Context: an optimization exercise on an open-source flow, tuned for small area and a short achievable clock period. The choices shown serve that exercise and are no tape-out recipe.
RTL that was checked went through simulation tests only; none was proved equivalent to the original.

== the baseline ==
Design ahb3lite_mem_slave, start of the top module:
module ahb3lite_mem_slave (
    input  logic        HCLK,
    input  logic        HRESET,
    input  logic        HSEL,
    input  logic [31:0] HADDR,
    input  logic [1:0]  HTRANS,
    input  logic        HWRITE,
    input  logic [31:0] HWDATA,
    input  logic        HREADY,
    output logic        HREADYOUT,
    output logic        HRESP,
    output logic [31:0] HRDATA,
    output logic [31:0] mem_WR_addr,
    output logic        mem_write_flag,
    output logic [31:0] HWDATA_toMem,
    output logic [15:0] wr_count
);
==> module ahb3lite_rd_bit, before the edit <==
module ahb3lite_rd_bit (
    input  logic [63:0] sel_ni,
    input  logic [63:0] bits_i,
    output logic        bit_o
);
    logic [31:0] grp_n;
    for (genvar g = 0; g < 32; g++) begin : g_oai
        ahb3lite_oai22 u_oai (
            .sn_i (sel_ni[2*g +: 2]),
            .d_i  (bits_i[2*g +: 2]),
            .y_no (grp_n[g])
        );
    end
    assign bit_o = !(|grp_n);
endmodule
==> module ahb3lite_sp_ram, before the edit <==
module ahb3lite_sp_ram (
    input  logic        clk_i,
    input  logic [7:0]  whi_i,     
    input  logic [7:0]  wlo_i,     
    input  logic [31:0] wdata_i,
    input  logic [5:0]  raddr_i,
    output logic [31:0] rdata_o    
);
    logic [63:0] wsel;
    logic [63:0] whold;
    logic [63:0] rsel_n;
    logic [63:0] bits [32];    
    always_comb begin
        for (int w = 0; w < 64; w++) begin
            wsel[w]  = whi_i[w / 8] && wlo_i[w % 8];
            whold[w] = !wsel[w];
            rsel_n[w] = (raddr_i != 6'(w));
        end
    end
    for (genvar w = 0; w < 64; w++) begin : g_word
        for (genvar b = 0; b < 32; b++) begin : g_bit
            ahb3lite_mem_bit u_bit (
                .clk_i  (clk_i),
                .we_i   (wsel[w]),
                .hold_i (whold[w]),
                .d_i    (wdata_i[b]),
                .next_o (bits[b][w])
            );
        end
    end
    for (genvar b = 0; b < 32; b++) begin : g_rd
        ahb3lite_rd_bit u_rd (
            .sel_ni (rsel_n),
            .bits_i (bits[b]),
            .bit_o  (rdata_o[b])
        );
    end
endmodule
==> module ahb3lite_mem_slave, before the edit <==
module ahb3lite_mem_slave (
    input  logic        HCLK,
    input  logic        HRESET,
    input  logic        HSEL,
    input  logic [31:0] HADDR,
    input  logic [1:0]  HTRANS,
    input  logic        HWRITE,
    input  logic [31:0] HWDATA,
    input  logic        HREADY,
    output logic        HREADYOUT,
    output logic        HRESP,
    output logic [31:0] HRDATA,
    output logic [31:0] mem_WR_addr,
    output logic        mem_write_flag,
    output logic [31:0] HWDATA_toMem,
    output logic [15:0] wr_count
);
    logic        ready_q;    
    logic        resp_q;     
    logic [3:0]  flag_q;     
    logic [5:0]  waddr_q;    
    logic [7:0]  whi_q;      
    logic [7:0]  wlo_q;      
    logic        rd_q;       
    logic [31:0] rdata_q;    
    logic [15:0] wr_count_q;
    logic        accept;
    logic        in_range;
    logic        err_start;
    logic        wr_start;
    logic        rd_start;
    logic        writing;
    logic [31:0] rdata_arr;
    assign in_range  = (HADDR[31:6] == 26'd0);
    assign accept    = HSEL && HREADY && ready_q && HTRANS[1];
    assign err_start = accept && !in_range;
    assign wr_start  = accept && in_range && HWRITE;
    assign rd_start  = accept && in_range && !HWRITE;
    assign writing   = |whi_q;
    always_ff @(posedge HCLK or posedge HRESET) begin
        if (HRESET) begin
            ready_q    <= 1'b1;
            resp_q     <= 1'b0;
            waddr_q    <= 6'd0;
            whi_q      <= 8'd0;
            rd_q       <= 1'b0;
            wr_count_q <= 16'd0;
        end else begin
            ready_q    <= !err_start;
            resp_q     <= err_start || !ready_q;
            waddr_q    <= wr_start ? HADDR[5:0] : 6'd0;
            whi_q      <= wr_start ? (8'd1 << HADDR[5:3]) : 8'd0;
            rd_q       <= rd_start;
            wr_count_q <= wr_count_q + {15'd0, writing};
        end
    end
    for (genvar k = 0; k < 4; k++) begin : g_flag
        ahb3lite_tap_flag u_flag (
            .clk_i (HCLK),
            .rst_i (HRESET),
            .d_i   (wr_start),
            .q_o   (flag_q[k])
        );
    end
    always_ff @(posedge HCLK) begin
        wlo_q   <= 8'd1 << HADDR[2:0];
        rdata_q <= rdata_arr;
    end
    ahb3lite_sp_ram u_ram (
        .clk_i   (HCLK),
        .whi_i   (whi_q),
        .wlo_i   (wlo_q),
        .wdata_i (HWDATA),
        .raddr_i (HADDR[5:0]),
        .rdata_o (rdata_arr)
    );
    assign HREADYOUT      = ready_q;
    assign HRESP          = resp_q;
    assign HRDATA         = rd_q ? rdata_q : 32'h0;
    assign mem_write_flag = flag_q[0];
    assign mem_WR_addr    = {26'd0, waddr_q};
    for (genvar k = 0; k < 4; k++) begin : g_tap
        assign HWDATA_toMem[8*k +: 8] = flag_q[k] ? HWDATA[8*k +: 8] : 8'h0;
    end
    assign wr_count       = wr_count_q;
endmodule
==> flow/config.mk <==
export PLATFORM = sky130hd
export DESIGN_NAME = ahb3lite_mem_slave
export DESIGN_NICKNAME = ahb3lite_mem_slave
export VERILOG_FILES = /design/flow/design.v
export SDC_FILE = /design/flow/constraint.sdc
export NUM_CORES = 4
export LEC_CHECK = 0
export CAP_MARGIN = 20
export CORE_MARGIN = 2
export CORE_UTILIZATION = 40
export SETUP_SLACK_MARGIN = 2.5
export SLEW_MARGIN = 20
export SYNTH_HIERARCHICAL = 1
==> flow/constraint.sdc <==
create_clock -name core_clock -period 5.5 [get_ports {HCLK}]
set_input_delay 1.1000 -clock core_clock [delete_from_list [all_inputs] [get_ports {HCLK}]]
set_output_delay 1.1000 -clock core_clock [all_outputs]
set_load 0.01 [all_outputs]
standard.sh (not shown) runs the stock make flow with config.mk's settings and CLKGATE_MAP_FILE= SYNTH_SCRIPT=/design/flow/synth_recipe.tcl, a recipe that flattens the netlist after the stock synthesis.
==> flow/flow/run.sh <==
#!/bin/bash
# Own layout flow: the standard synthesis unchanged, then the standard
# layout with two changes:
#  - the resizer may change a cell's footprint when it repairs timing (the
#    platform default only resizes within the same footprint);
#  - clock tree synthesis clusters up to 20 flip-flops within 100 um per leaf
#    buffer and adds no dummy loads, which needs far fewer clock buffers.
# Each step's full output is in synth.log and layout.log here, and ORFS's own
# per-step logs are under orfs/logs/.
set -euo pipefail
bash standard.sh synth > synth.log 2>&1
bash standard.sh MATCH_CELL_FOOTPRINT=0 \
  "CTS_ARGS=-sink_clustering_enable -repair_clock_nets -dont_use_dummy_load -sink_clustering_size 20 -sink_clustering_max_diameter 100" \
  finish > layout.log 2>&1
What the candidate does differently from the baseline at the input level:
--- a/flow/design.v
+++ b/flow/design.v
@@ -37,4 +37,5 @@
 endmodule
 module ahb3lite_rd_bit (
+    input  logic        en_ni,
     input  logic [63:0] sel_ni,
     input  logic [63:0] bits_i,
@@ -49,5 +50,5 @@
         );
     end
-    assign bit_o = !(|grp_n);
+    assign bit_o = !(|{grp_n, en_ni});
 endmodule
 module ahb3lite_sp_ram (
@@ -56,4 +57,5 @@
     input  logic [7:0]  wlo_i,     
     input  logic [31:0] wdata_i,
+    input  logic        re_i,
     input  logic [5:0]  raddr_i,
     output logic [31:0] rdata_o    
@@ -83,4 +85,5 @@
     for (genvar b = 0; b < 32; b++) begin : g_rd
         ahb3lite_rd_bit u_rd (
+            .en_ni  (!re_i),
             .sel_ni (rsel_n),
             .bits_i (bits[b]),
@@ -126,5 +129,4 @@
     logic [7:0]  whi_q;      
     logic [7:0]  wlo_q;      
-    logic        rd_q;       
     logic [31:0] rdata_q;    
     logic [15:0] wr_count_q;
@@ -148,5 +150,5 @@
             waddr_q    <= 6'd0;
             whi_q      <= 8'd0;
-            rd_q       <= 1'b0;
+            rdata_q    <= 32'h0;
             wr_count_q <= 16'd0;
         end else begin
@@ -155,5 +157,5 @@
             waddr_q    <= wr_start ? HADDR[5:0] : 6'd0;
             whi_q      <= wr_start ? (8'd1 << HADDR[5:3]) : 8'd0;
-            rd_q       <= rd_start;
+            rdata_q    <= rdata_arr;
             wr_count_q <= wr_count_q + {15'd0, writing};
         end
@@ -168,6 +170,5 @@
     end
     always_ff @(posedge HCLK) begin
-        wlo_q   <= 8'd1 << HADDR[2:0];
-        rdata_q <= rdata_arr;
+        wlo_q <= 8'd1 << HADDR[2:0];
     end
     ahb3lite_sp_ram u_ram (
@@ -176,4 +177,5 @@
         .wlo_i   (wlo_q),
         .wdata_i (HWDATA),
+        .re_i    (rd_start),
         .raddr_i (HADDR[5:0]),
         .rdata_o (rdata_arr)
@@ -181,5 +183,5 @@
     assign HREADYOUT      = ready_q;
     assign HRESP          = resp_q;
-    assign HRDATA         = rd_q ? rdata_q : 32'h0;
+    assign HRDATA         = rdata_q;
     assign mem_write_flag = flag_q[0];
     assign mem_WR_addr    = {26'd0, waddr_q};
==> run summary <==
The candidate finished all stages; the layout is clean. The baseline | stages: all done | timing, DRC, antenna: all pass. Instance count of the mapped netlist: the candidate vs the baseline — no meaningful difference. The baseline → the candidate: register area rose by about 0.34%; cell count barely changed; routability congestion estimate from global placement decreased about 1.3%; routed wire length moved up; flip-flop and latch count about even. Sort the candidate and the baseline by detailed-route wire length on metal 1 asc -> top: the baseline. Looking at capturing element of the worst setup path, the HRDATA[15] result is from the baseline; the rdata_q[6] one comes from the candidate. Delta (the candidate minus the baseline): final instance area has remained practically unchanged; final worst setup slack went down.
For the candidate, only the layout was checked, not whether the RTL still works.

## what the ideal ports hide
Ports are ideal in the flow. The routed layouts listed here were re-timed in OpenROAD.
Step 1, drivers: a clkbuf_16 drives HCLK and a buf_2 each remaining input, both assumed.
Step 2 adds t to the input delays and takes it off the output delays; t is the mean of the earliest and latest rising clock arrival at the registers after step 1. Input paths then give back, and output paths get back, about the clock's delay inside the block.
a / b / c = ideal ports / drivers / drivers and shift; a / b = the first two.
| run | t (ns) | slack for setup (ns) | hold WS [ns] |
|---|---|---|---|
| the baseline | 0.850 | 2.365 / 2.283 / 1.602 | 0.470 / 0.470 / 0.470 |
| the candidate | 0.875 | 2.352 / 2.210 / 1.411 | 0.460 / 0.460 / 0.460 |
After both steps setup and hold are still met in every run listed. For the candidate, which loses most, drivers alone change the setup slack by -0.142 ns; drivers and shift together by -0.941 ns.
